This design comes from an exercise in tuning for small area, a short achievable clock period and few clock cycles on the open sky130 flow, not from production work.
Function was checked by simulation only, so behaviour that the tests miss may differ from the original.
No activity file was given, so power comes from the tool's default toggle rates.

==> build 16 <==
// memory_functional_unit
module memory_functional_unit #(
   parameter int NS = 2,     
   parameter int NQ = 1,     
   parameter int EXCL = 0,
   parameter int GOSAFE = 0
) (
   input  logic         clk,
   input  logic         nrst,
   input  logic [119:0] i_issue,
   input  logic         i_issue_valid,
   output logic         o_issue_ready,
   input  logic [35:0]  i_cdb,
   input  logic         i_cdb_valid,
   input  logic [4:0]   i_commit,
   input  logic         i_commit_valid,
   output logic [35:0]  o_cdb,
   output logic         o_cdb_valid,
   input  logic         i_cdb_ready,
   output logic [72:0]  o_mem,
   output logic         o_mem_valid,
   input  logic         i_mem_ready
);
   localparam int SW = (NS > 4) ? 3 : (NS > 2) ? 2 : 1;                 
   localparam int PW = (NS > 4) ? 4 : (NS > 2) ? 3 : (NS > 1) ? 2 : 1;  
   localparam int QW = (NQ > 4) ? 3 : (NQ > 2) ? 2 : 1;
   logic [3:0]  is_rob;
   logic        is_st;
   logic [1:0]  is_lo;
   logic [36:0] is_base, is_off, is_data;
   assign is_rob  = i_issue[119:116];
   assign is_st   = i_issue[113];
   assign is_lo   = i_issue[112:111];
   assign is_base = i_issue[110:74];
   assign is_off  = i_issue[73:37];
   assign is_data = i_issue[36:0];
   logic [3:0]  cdb_tag;
   logic [31:0] cdb_val;
   assign cdb_tag = i_cdb[35:32];
   assign cdb_val = i_cdb[31:0];
   logic [3:0]  sb_rob   [NS];
   logic [1:0]  sb_lo    [NS];
   logic [31:0] sb_addr  [NS];
   logic [31:0] sb_data  [NS];
   logic [3:0]  sb_dtag  [NS];
   logic        sb_dfill [NS];
   logic        sb_pend  [NS];    
   logic        sb_aok   [NS];    
   logic        sb_live  [NS];    
   logic        sb_canc  [NS];    
   logic [PW-1:0] sb_head, sb_tail, sb_cptr;    
   logic [SW-1:0] hd, tl, cp;
   assign hd = (NS > 1) ? sb_head[SW-1:0] : '0;
   assign tl = (NS > 1) ? sb_tail[SW-1:0] : '0;
   assign cp = (NS > 1) ? sb_cptr[SW-1:0] : '0;
   logic [3:0]    q_rob  [NQ];
   logic          q_st   [NQ];
   logic [1:0]    q_lo   [NQ];
   logic [36:0]   q_base [NQ];
  ...
Settings: LEC_CHECK=0, CAP_MARGIN=20, CORE_MARGIN=2, CORE_UTILIZATION=55, SETUP_SLACK_MARGIN=3.0, SLEW_MARGIN=20; clock period 7.0 ns.
run.sh (not shown) runs the stock make flow with config.mk's settings and CLKGATE_MAP_FILE= SYNTH_SCRIPT=/design/flow/synth_recipe.tcl, a recipe that flattens the netlist after the stock synthesis.
==> inputs of build 89, as changes to build 16 <==
--- a/flow/design.v
+++ b/flow/design.v
@@ -77,32 +77,31 @@
    logic [3:0]  cdb_tag;
    logic [31:0] cdb_val;
    assign cdb_tag = i_cdb[35:32];
    assign cdb_val = i_cdb[31:0];
    logic [3:0]  sb_rob   [NS];
    logic [1:0]  sb_lo    [NS];
    logic [31:0] sb_addr  [NS];
    logic [31:0] sb_data  [NS];
-   logic [3:0]  sb_dtag  [NS];
    logic        sb_dfill [NS];
    logic        sb_pend  [NS];    
    logic        sb_aok   [NS];    
    logic        sb_live  [NS];    
    logic        sb_canc  [NS];    
    logic [PW-1:0] sb_head, sb_tail, sb_cptr;    
    logic [SW-1:0] hd, tl, cp;
    assign hd = (NS > 1) ? sb_head[SW-1:0] : '0;
    assign tl = (NS > 1) ? sb_tail[SW-1:0] : '0;
    assign cp = (NS > 1) ? sb_cptr[SW-1:0] : '0;
    logic [3:0]    q_rob  [NQ];
    logic          q_st   [NQ];
    logic [1:0]    q_lo   [NQ];
-   logic [36:0]   q_base [NQ];
-   logic [36:0]   q_off  [NQ];
+   logic [32:0]   q_base [NQ];
+   logic [32:0]   q_off  [NQ];
    logic [SW-1:0] q_sbi  [NQ];
    logic [QW-1:0] q_head, q_tail;
    logic [QW:0]   q_cnt;
    logic [QW-1:0] qh;
    assign qh = (NQ > 1) ? q_head : '0;
    logic          a_valid;
    logic [3:0]    a_rob;
    logic          a_st;
@@ -145,35 +144,72 @@
                          : {a_rob, 3'b010, a_lo, a_addr, sb_data[hd]};
    assign o_cdb_valid = fr_valid && sb_dfill[fr_idx];
    assign o_cdb       = {fr_rob, sb_data[fr_idx]};
    assign cdb_take    = o_cdb_valid && i_cdb_ready;
    assign fr_free     = !fr_valid || cdb_take;
    assign a_fwd = a_ld && a_any && !a_off && fr_free;
    assign a_go  = a_valid && (a_st || mem_take_ld || a_fwd);
    logic          qh_ready, q_pop, q_empty, q_full, bypass;
-   logic [31:0]   qh_addr;
    assign q_empty  = (q_cnt == 0);
    assign q_full   = (q_cnt == NQ);
    assign qh_ready = !q_empty && q_base[qh][0] && q_off[qh][0];
-   assign qh_addr  = (q_lo[qh] == 2'b01) ? q_base[qh][32:1] - q_off[qh][32:1]
-                                         : q_base[qh][32:1] + q_off[qh][32:1];
    assign q_pop    = qh_ready && (!a_valid || a_go);
    logic sb_can_alloc, accept, alloc;
    logic a_go_safe, q_pop_safe;
    assign sb_can_alloc  = !sb_pend[tl] && !(fr_valid && fr_idx == tl)
                           && !(EXCL == 1 && a_ld && !a_off && sb_live[tl]);
    assign a_go_safe     = a_st || (GOSAFE == 1 && a_off && !sel_st && i_mem_ready);
    assign q_pop_safe    = qh_ready && (!a_valid || a_go_safe);
-   assign o_issue_ready = (!q_full || q_pop_safe) && (sb_can_alloc || !is_st);
+   logic pass_ok;
+   assign pass_ok = !q_empty && !q_st[qh] && !qh_ready && !is_st && is_base[0] && is_off[0];
+   assign o_issue_ready = (!q_full || q_pop_safe || (pass_ok && (!a_valid || a_go_safe)))
+                          && (sb_can_alloc || !is_st);
    assign accept = i_issue_valid && o_issue_ready;
    assign alloc  = accept && is_st;
-   assign bypass = accept && q_empty && is_base[0] && is_off[0] && (!a_valid || a_go);
-   logic [31:0] is_addr;
-   assign is_addr = (is_lo == 2'b01) ? is_base[32:1] - is_off[32:1] : is_base[32:1] + is_off[32:1];
+   assign bypass = accept && (q_empty || pass_ok) && is_base[0] && is_off[0] && (!a_valid || a_go);
+   logic [31:0] ad_base, ad_off, ad_sum;
+   logic        ad_minus;
+   always_comb begin
+      if (qh_ready) begin
+         ad_base  = q_base[qh][32:1];
+         ad_off   = q_off[qh][32:1];
+         ad_minus = (q_lo[qh] == 2'b01);
+      end else begin
+         ad_base  = is_base[32:1];
+         ad_off   = is_off[32:1];
+         ad_minus = (is_lo == 2'b01);
+      end
+   end
+   logic [31:0] ad_b, ad_p, ad_g;
+   logic [31:0] pg_g [6];
+   logic [31:0] pg_p [6];
+   always_comb begin
+      ad_b = ad_off ^ {32{ad_minus}};
+      ad_p = ad_base ^ ad_b;
+      ad_g = ad_base & ad_b;
+      pg_g[0]    = ad_g;
+      pg_g[0][0] = ad_g[0] | (ad_p[0] & ad_minus);
+      pg_p[0]    = ad_p;
+      for (int l = 0; l < 5; l++) begin
+         for (int i = 0; i < 32; i++) begin
+            if (((i >> l) & 1) != 0) begin
+               pg_g[l+1][i] = pg_g[l][i] | (pg_p[l][i] & pg_g[l][((i >> l) << l) - 1]);
+               pg_p[l+1][i] = pg_p[l][i] & pg_p[l][((i >> l) << l) - 1];
+            end else begin
+               pg_g[l+1][i] = pg_g[l][i];
+               pg_p[l+1][i] = pg_p[l][i];
+            end
+         end
+      end
+      ad_sum[0] = ad_p[0] ^ ad_minus;
+      for (int i = 1; i < 32; i++) begin
+         ad_sum[i] = ad_p[i] ^ pg_g[5][i-1];
+      end
+   end
    logic commit_st;
    assign commit_st = i_commit_valid && (sb_cptr != sb_tail) && sb_rob[cp] == i_commit[4:1];
    always_ff @(posedge clk) begin
       if (nrst) begin
          for (int e = 0; e < NS; e++) begin
             sb_pend[e] <= 1'b0;
             sb_live[e] <= 1'b0;
          end
@@ -183,75 +219,74 @@
          q_head   <= '0;
          q_tail   <= '0;
          q_cnt    <= '0;
          a_valid  <= 1'b0;
          fr_valid <= 1'b0;
          st_held  <= 1'b0;
       end else begin
          for (int e = 0; e < NS; e++) begin
-            if (i_cdb_valid && !sb_dfill[e] && sb_dtag[e] == cdb_tag) begin
+            if (i_cdb_valid && !sb_dfill[e] && sb_data[e][3:0] == cdb_tag) begin
                sb_data[e]  <= cdb_val;
                sb_dfill[e] <= 1'b1;
             end
          end
          for (int j = 0; j < NQ; j++) begin
-            if (i_cdb_valid && !q_base[j][0] && q_base[j][36:33] == cdb_tag) begin
-               q_base[j][32:0] <= {cdb_val, 1'b1};
+            if (i_cdb_valid && !q_base[j][0] && q_base[j][4:1] == cdb_tag) begin
+               q_base[j] <= {cdb_val, 1'b1};
             end
-            if (i_cdb_valid && !q_off[j][0] && q_off[j][36:33] == cdb_tag) begin
-               q_off[j][32:0] <= {cdb_val, 1'b1};
+            if (i_cdb_valid && !q_off[j][0] && q_off[j][4:1] == cdb_tag) begin
+               q_off[j] <= {cdb_val, 1'b1};
             end
          end
          if (alloc) begin
             sb_rob[tl]   <= is_rob;
             sb_lo[tl]    <= is_lo;
-            sb_dtag[tl]  <= is_data[36:33];
-            sb_data[tl]  <= is_data[32:1];
+            sb_data[tl]  <= {is_data[32:5], is_data[0] ? is_data[4:1] : is_data[36:33]};
             sb_dfill[tl] <= is_data[0];
             if (i_cdb_valid && !is_data[0] && is_data[36:33] == cdb_tag) begin
                sb_data[tl]  <= cdb_val;
                sb_dfill[tl] <= 1'b1;
             end
             sb_pend[tl] <= 1'b1;
             sb_aok[tl]  <= 1'b0;
             sb_canc[tl] <= 1'b0;
             sb_live[tl] <= 1'b0;
             sb_tail     <= PW'(sb_tail + 1'b1);
          end
          if (accept && !bypass) begin
             q_rob[q_tail]  <= is_rob;
             q_st[q_tail]   <= is_st;
             q_lo[q_tail]   <= is_lo;
             q_sbi[q_tail]  <= tl;
-            q_base[q_tail] <= is_base;
-            q_off[q_tail]  <= is_off;
+            q_base[q_tail] <= {is_base[32:5], is_base[0] ? is_base[4:1] : is_base[36:33], is_base[0]};
+            q_off[q_tail]  <= {is_off[32:5],  is_off[0]  ? is_off[4:1]  : is_off[36:33],  is_off[0]};
             if (i_cdb_valid && !is_base[0] && is_base[36:33] == cdb_tag) begin
-               q_base[q_tail][32:0] <= {cdb_val, 1'b1};
+               q_base[q_tail] <= {cdb_val, 1'b1};
             end
             if (i_cdb_valid && !is_off[0] && is_off[36:33] == cdb_tag) begin
-               q_off[q_tail][32:0] <= {cdb_val, 1'b1};
+               q_off[q_tail] <= {cdb_val, 1'b1};
             end
             q_tail <= (NQ > 1) ? QW'(q_tail + 1'b1) : '0;
          end
          if (q_pop) begin
             q_head <= (NQ > 1) ? QW'(q_head + 1'b1) : '0;
          end
          q_cnt <= q_cnt + (accept && !bypass) - q_pop;
          if (q_pop) begin
             a_rob  <= q_rob[qh];
             a_st   <= q_st[qh];
             a_lo   <= q_lo[qh];
-            a_addr <= qh_addr;
+            a_addr <= ad_sum;
             a_sbi  <= q_sbi[qh];
          end else if (bypass) begin
             a_rob  <= is_rob;
             a_st   <= is_st;
             a_lo   <= is_lo;
-            a_addr <= is_addr;
+            a_addr <= ad_sum;
             a_sbi  <= tl;
          end
          if (q_pop || bypass) begin
             a_valid <= 1'b1;
             a_off   <= 1'b0;
          end else begin
             if (a_go) begin
                a_valid <= 1'b0;
==> flow/flow/run.sh (new file) <==
#!/bin/bash
# Standard layout, with the port buffers made from the smallest buffer cell.
set -euo pipefail
bash standard.sh "BUFFER_PORTS_ARGS=-buffer_cell sky130_fd_sc_hd__buf_1" finish > standard_make.log 2>&1
==> flow/standard.sh (new file) <==
#!/bin/bash
# synth_recipe.tcl (not shown) runs the flow's synth.tcl, then flattens the netlist and writes it again
# the make line also repeats each setting of config.mk as NAME=value (left out here)
make -C /OpenROAD-flow-scripts/flow DESIGN_CONFIG=/design/flow/config.mk WORK_HOME=/design/flow/orfs CLKGATE_MAP_FILE= SYNTH_SCRIPT=/design/flow/synth_recipe.tcl "${@:-finish}"
==> flow/config.mk (replaced) <==
export PLATFORM = sky130hd
export DESIGN_NAME = memory_functional_unit
export DESIGN_NICKNAME = memory_functional_unit
export VERILOG_FILES = /design/flow/design.v
export SDC_FILE = /design/flow/constraint.sdc
export NUM_CORES = 4
export LEC_CHECK = 0
export CAP_MARGIN = 20
export CORE_MARGIN = 2
export CORE_UTILIZATION = 60
export SETUP_SLACK_MARGIN = 3.0
export SLEW_MARGIN = 20
removed: flow/run.sh
==> inputs of trial 81, as changes to build 16 <==
--- a/flow/design.v
+++ b/flow/design.v
@@ -77,32 +77,31 @@
    logic [3:0]  cdb_tag;
    logic [31:0] cdb_val;
    assign cdb_tag = i_cdb[35:32];
    assign cdb_val = i_cdb[31:0];
    logic [3:0]  sb_rob   [NS];
    logic [1:0]  sb_lo    [NS];
    logic [31:0] sb_addr  [NS];
    logic [31:0] sb_data  [NS];
-   logic [3:0]  sb_dtag  [NS];
    logic        sb_dfill [NS];
    logic        sb_pend  [NS];    
    logic        sb_aok   [NS];    
    logic        sb_live  [NS];    
    logic        sb_canc  [NS];    
    logic [PW-1:0] sb_head, sb_tail, sb_cptr;    
    logic [SW-1:0] hd, tl, cp;
    assign hd = (NS > 1) ? sb_head[SW-1:0] : '0;
    assign tl = (NS > 1) ? sb_tail[SW-1:0] : '0;
    assign cp = (NS > 1) ? sb_cptr[SW-1:0] : '0;
    logic [3:0]    q_rob  [NQ];
    logic          q_st   [NQ];
    logic [1:0]    q_lo   [NQ];
-   logic [36:0]   q_base [NQ];
-   logic [36:0]   q_off  [NQ];
+   logic [32:0]   q_base [NQ];
+   logic [32:0]   q_off  [NQ];
    logic [SW-1:0] q_sbi  [NQ];
    logic [QW-1:0] q_head, q_tail;
    logic [QW:0]   q_cnt;
    logic [QW-1:0] qh;
    assign qh = (NQ > 1) ? q_head : '0;
    logic          a_valid;
    logic [3:0]    a_rob;
    logic          a_st;
@@ -135,45 +134,84 @@
    logic cdb_take, fr_free, a_fwd, a_go;
    assign st_ok   = sb_pend[hd] && (sb_cptr != sb_head) && sb_aok[hd];
    assign st_cand = st_ok && !sb_canc[hd] && sb_dfill[hd];
    assign st_drop = st_ok && sb_canc[hd];
    assign sel_st  = st_cand && (st_held || !a_ld);
    assign ld_offer = a_ld && (!a_any || a_off) && !sel_st;
    assign mem_take_st = sel_st && i_mem_ready;
    assign mem_take_ld = ld_offer && i_mem_ready;
-   assign o_mem_valid = sel_st || ld_offer;
-   assign o_mem = sel_st ? {sb_rob[hd], 3'b011, sb_lo[hd], sb_addr[hd], sb_data[hd]}
-                         : {a_rob, 3'b010, a_lo, a_addr, sb_data[hd]};
+   assign o_mem_valid = a_ld ? (st_held || a_off || !a_any) : st_cand;
+   logic out_ld;
+   assign out_ld = a_ld && !st_held;
+   assign o_mem = out_ld ? {a_rob, 3'b010, a_lo, a_addr, sb_data[hd]}
+                         : {sb_rob[hd], 3'b011, sb_lo[hd], sb_addr[hd], sb_data[hd]};
    assign o_cdb_valid = fr_valid && sb_dfill[fr_idx];
    assign o_cdb       = {fr_rob, sb_data[fr_idx]};
    assign cdb_take    = o_cdb_valid && i_cdb_ready;
    assign fr_free     = !fr_valid || cdb_take;
    assign a_fwd = a_ld && a_any && !a_off && fr_free;
    assign a_go  = a_valid && (a_st || mem_take_ld || a_fwd);
    logic          qh_ready, q_pop, q_empty, q_full, bypass;
-   logic [31:0]   qh_addr;
    assign q_empty  = (q_cnt == 0);
    assign q_full   = (q_cnt == NQ);
    assign qh_ready = !q_empty && q_base[qh][0] && q_off[qh][0];
-   assign qh_addr  = (q_lo[qh] == 2'b01) ? q_base[qh][32:1] - q_off[qh][32:1]
-                                         : q_base[qh][32:1] + q_off[qh][32:1];
    assign q_pop    = qh_ready && (!a_valid || a_go);
    logic sb_can_alloc, accept, alloc;
    logic a_go_safe, q_pop_safe;
    assign sb_can_alloc  = !sb_pend[tl] && !(fr_valid && fr_idx == tl)
                           && !(EXCL == 1 && a_ld && !a_off && sb_live[tl]);
    assign a_go_safe     = a_st || (GOSAFE == 1 && a_off && !sel_st && i_mem_ready);
    assign q_pop_safe    = qh_ready && (!a_valid || a_go_safe);
-   assign o_issue_ready = (!q_full || q_pop_safe) && (sb_can_alloc || !is_st);
+   logic pass_ok;
+   assign pass_ok = !q_empty && !q_st[qh] && !qh_ready && !is_st && is_base[0] && is_off[0];
+   assign o_issue_ready = (!q_full || q_pop_safe || (pass_ok && (!a_valid || a_go_safe)))
+                          && (sb_can_alloc || !is_st);
    assign accept = i_issue_valid && o_issue_ready;
    assign alloc  = accept && is_st;
-   assign bypass = accept && q_empty && is_base[0] && is_off[0] && (!a_valid || a_go);
-   logic [31:0] is_addr;
-   assign is_addr = (is_lo == 2'b01) ? is_base[32:1] - is_off[32:1] : is_base[32:1] + is_off[32:1];
+   assign bypass = accept && (q_empty || pass_ok) && is_base[0] && is_off[0] && (!a_valid || a_go);
+   logic [31:0] ad_base, ad_off, ad_sum;
+   logic        ad_minus;
+   always_comb begin
+      if (qh_ready) begin
+         ad_base  = q_base[qh][32:1];
+         ad_off   = q_off[qh][32:1];
+         ad_minus = (q_lo[qh] == 2'b01);
+      end else begin
+         ad_base  = is_base[32:1];
+         ad_off   = is_off[32:1];
+         ad_minus = (is_lo == 2'b01);
+      end
+   end
+   logic [31:0] ad_b, ad_p, ad_g;
+   logic [31:0] pg_g [6];
+   logic [31:0] pg_p [6];
+   always_comb begin
+      ad_b = ad_off ^ {32{ad_minus}};
+      ad_p = ad_base ^ ad_b;
+      ad_g = ad_base & ad_b;
+      pg_g[0]    = ad_g;
+      pg_g[0][0] = ad_g[0] | (ad_p[0] & ad_minus);
+      pg_p[0]    = ad_p;
+      for (int l = 0; l < 5; l++) begin
+         for (int i = 0; i < 32; i++) begin
+            if (((i >> l) & 1) != 0) begin
+               pg_g[l+1][i] = pg_g[l][i] | (pg_p[l][i] & pg_g[l][((i >> l) << l) - 1]);
+               pg_p[l+1][i] = pg_p[l][i] & pg_p[l][((i >> l) << l) - 1];
+            end else begin
+               pg_g[l+1][i] = pg_g[l][i];
+               pg_p[l+1][i] = pg_p[l][i];
+            end
+         end
+      end
+      ad_sum[0] = ad_p[0] ^ ad_minus;
+      for (int i = 1; i < 32; i++) begin
+         ad_sum[i] = ad_p[i] ^ pg_g[5][i-1];
+      end
+   end
    logic commit_st;
    assign commit_st = i_commit_valid && (sb_cptr != sb_tail) && sb_rob[cp] == i_commit[4:1];
    always_ff @(posedge clk) begin
       if (nrst) begin
          for (int e = 0; e < NS; e++) begin
             sb_pend[e] <= 1'b0;
             sb_live[e] <= 1'b0;
          end
@@ -183,75 +221,74 @@
          q_head   <= '0;
          q_tail   <= '0;
          q_cnt    <= '0;
          a_valid  <= 1'b0;
          fr_valid <= 1'b0;
          st_held  <= 1'b0;
       end else begin
          for (int e = 0; e < NS; e++) begin
-            if (i_cdb_valid && !sb_dfill[e] && sb_dtag[e] == cdb_tag) begin
+            if (i_cdb_valid && !sb_dfill[e] && sb_data[e][3:0] == cdb_tag) begin
                sb_data[e]  <= cdb_val;
                sb_dfill[e] <= 1'b1;
             end
          end
          for (int j = 0; j < NQ; j++) begin
-            if (i_cdb_valid && !q_base[j][0] && q_base[j][36:33] == cdb_tag) begin
-               q_base[j][32:0] <= {cdb_val, 1'b1};
+            if (i_cdb_valid && !q_base[j][0] && q_base[j][4:1] == cdb_tag) begin
+               q_base[j] <= {cdb_val, 1'b1};
             end
-            if (i_cdb_valid && !q_off[j][0] && q_off[j][36:33] == cdb_tag) begin
-               q_off[j][32:0] <= {cdb_val, 1'b1};
+            if (i_cdb_valid && !q_off[j][0] && q_off[j][4:1] == cdb_tag) begin
+               q_off[j] <= {cdb_val, 1'b1};
             end
          end
          if (alloc) begin
             sb_rob[tl]   <= is_rob;
             sb_lo[tl]    <= is_lo;
-            sb_dtag[tl]  <= is_data[36:33];
-            sb_data[tl]  <= is_data[32:1];
+            sb_data[tl]  <= {is_data[32:5], is_data[0] ? is_data[4:1] : is_data[36:33]};
             sb_dfill[tl] <= is_data[0];
             if (i_cdb_valid && !is_data[0] && is_data[36:33] == cdb_tag) begin
                sb_data[tl]  <= cdb_val;
                sb_dfill[tl] <= 1'b1;
             end
             sb_pend[tl] <= 1'b1;
             sb_aok[tl]  <= 1'b0;
             sb_canc[tl] <= 1'b0;
             sb_live[tl] <= 1'b0;
             sb_tail     <= PW'(sb_tail + 1'b1);
          end
          if (accept && !bypass) begin
             q_rob[q_tail]  <= is_rob;
             q_st[q_tail]   <= is_st;
             q_lo[q_tail]   <= is_lo;
             q_sbi[q_tail]  <= tl;
-            q_base[q_tail] <= is_base;
-            q_off[q_tail]  <= is_off;
+            q_base[q_tail] <= {is_base[32:5], is_base[0] ? is_base[4:1] : is_base[36:33], is_base[0]};
+            q_off[q_tail]  <= {is_off[32:5],  is_off[0]  ? is_off[4:1]  : is_off[36:33],  is_off[0]};
             if (i_cdb_valid && !is_base[0] && is_base[36:33] == cdb_tag) begin
-               q_base[q_tail][32:0] <= {cdb_val, 1'b1};
+               q_base[q_tail] <= {cdb_val, 1'b1};
             end
             if (i_cdb_valid && !is_off[0] && is_off[36:33] == cdb_tag) begin
-               q_off[q_tail][32:0] <= {cdb_val, 1'b1};
+               q_off[q_tail] <= {cdb_val, 1'b1};
             end
             q_tail <= (NQ > 1) ? QW'(q_tail + 1'b1) : '0;
          end
          if (q_pop) begin
             q_head <= (NQ > 1) ? QW'(q_head + 1'b1) : '0;
          end
          q_cnt <= q_cnt + (accept && !bypass) - q_pop;
          if (q_pop) begin
             a_rob  <= q_rob[qh];
             a_st   <= q_st[qh];
             a_lo   <= q_lo[qh];
-            a_addr <= qh_addr;
+            a_addr <= ad_sum;
             a_sbi  <= q_sbi[qh];
          end else if (bypass) begin
             a_rob  <= is_rob;
             a_st   <= is_st;
             a_lo   <= is_lo;
-            a_addr <= is_addr;
+            a_addr <= ad_sum;
             a_sbi  <= tl;
          end
          if (q_pop || bypass) begin
             a_valid <= 1'b1;
             a_off   <= 1'b0;
          end else begin
             if (a_go) begin
                a_valid <= 1'b0;
==> flow/flow/run.sh (new file) <==
#!/bin/bash
# Standard layout, with the port buffers made from the smallest buffer cell.
set -euo pipefail
bash standard.sh "BUFFER_PORTS_ARGS=-buffer_cell sky130_fd_sc_hd__buf_1" finish > standard_make.log 2>&1
==> flow/standard.sh (new file) <==
#!/bin/bash
# synth_recipe.tcl (not shown) runs the flow's synth.tcl, then flattens the netlist and writes it again
# the make line also repeats each setting of config.mk as NAME=value (left out here)
make -C /OpenROAD-flow-scripts/flow DESIGN_CONFIG=/design/flow/config.mk WORK_HOME=/design/flow/orfs CLKGATE_MAP_FILE= SYNTH_SCRIPT=/design/flow/synth_recipe.tcl "${@:-finish}"
==> flow/config.mk (replaced) <==
export PLATFORM = sky130hd
export DESIGN_NAME = memory_functional_unit
export DESIGN_NICKNAME = memory_functional_unit
export VERILOG_FILES = /design/flow/design.v
export SDC_FILE = /design/flow/constraint.sdc
export NUM_CORES = 4
export LEC_CHECK = 0
export ABC_AREA = 1
export CAP_MARGIN = 20
export CORE_MARGIN = 2
export CORE_UTILIZATION = 50
export CTS_CLUSTER_DIAMETER = 80
export CTS_CLUSTER_SIZE = 22
export SETUP_SLACK_MARGIN = 3.2
export SLEW_MARGIN = 20
removed: flow/run.sh
==> qor summary <==
quantity	build 16	build 89	trial 81
Result of the run	timing/DRC/antenna clean	timing/DRC/antenna clean	timing/DRC/antenna clean
RR Startpoint	q_off[0][3]	q_base[0][0]	q_off[0][0]
Number of enable-type register cells in the synthesized netlist	276	260	260
Critical Path End Type	register	output port	register
Largest voltage drop on the vdd net	183 uV	223 uV	198 uV
Combinational-cell power consumption	0.00206 W	0.00235 W	0.00340 W
Pin count of the biggest net entering global routing	62	52	72
Register share of the cell area	0.355	0.427	0.409
Number of buffers inserted during clock tree synthesis	36	31	18
Clock sinks	301	285	285
Logic pwr share	0.327	0.371	0.489
Final instance count without filler cells	2,489	1,988	2,934
Max-slew headroom at the worst pin	0.462	0.320	0.470
Dominant cell by count in the synthesized netlist	sky130_fd_sc_hd__edfxtp_1	sky130_fd_sc_hd__edfxtp_1	sky130_fd_sc_hd__nand2_1
Count of nets after finishing	2,248	1,826	2,664
Number of global-route vias before repair	14,705	11,461	14,493
Count of inverters other than clock inverters in the layout	45	29	273
Testbench counts of build 16, summed over its fixed seeds: cycles 9,350.
Testbench counts of build 89, summed over its fixed seeds: cycles 9,134.
Testbench counts of trial 81, summed over its fixed seeds: cycles 9,134.

-- afterwards: timing with drivers on the ports --
The results above use ideal ports. As a check the final layouts listed here were re-extracted and re-timed, cells and wires unchanged.
Step 1 assumes that a clkbuf_16 drives the clock port and a buf_2 every other input.
Step 2 adds t to the input delays and takes it off the output delays; t is the mean of the earliest and latest rising clock arrival at the registers after step 1. Input paths then give back, and output paths get back, about the clock's delay inside the block.
a / b / c = ideal ports / drivers / drivers and shift; a / b = the first two.
run | t (ns) | setup slack, ns | worst hold slack (ns) | pins driven straight from the clock port
build 16 | 0.575 | 1.851 / 1.851 / 1.276 | 0.448 / 0.448 / 0.448 | 1
build 89 | 0.603 | 2.762 / 2.711 / 2.409 | 0.454 / 0.454 / 0.454 | 1
trial 81 | 0.574 | 3.129 / 3.143 / 2.570 | 0.462 / 0.462 / 0.462 | 1
After both steps setup and hold are still met in every run listed. The setup slack of build 16, which loses most, moves by 0.000 ns with the drivers and by -0.575 ns with both steps.
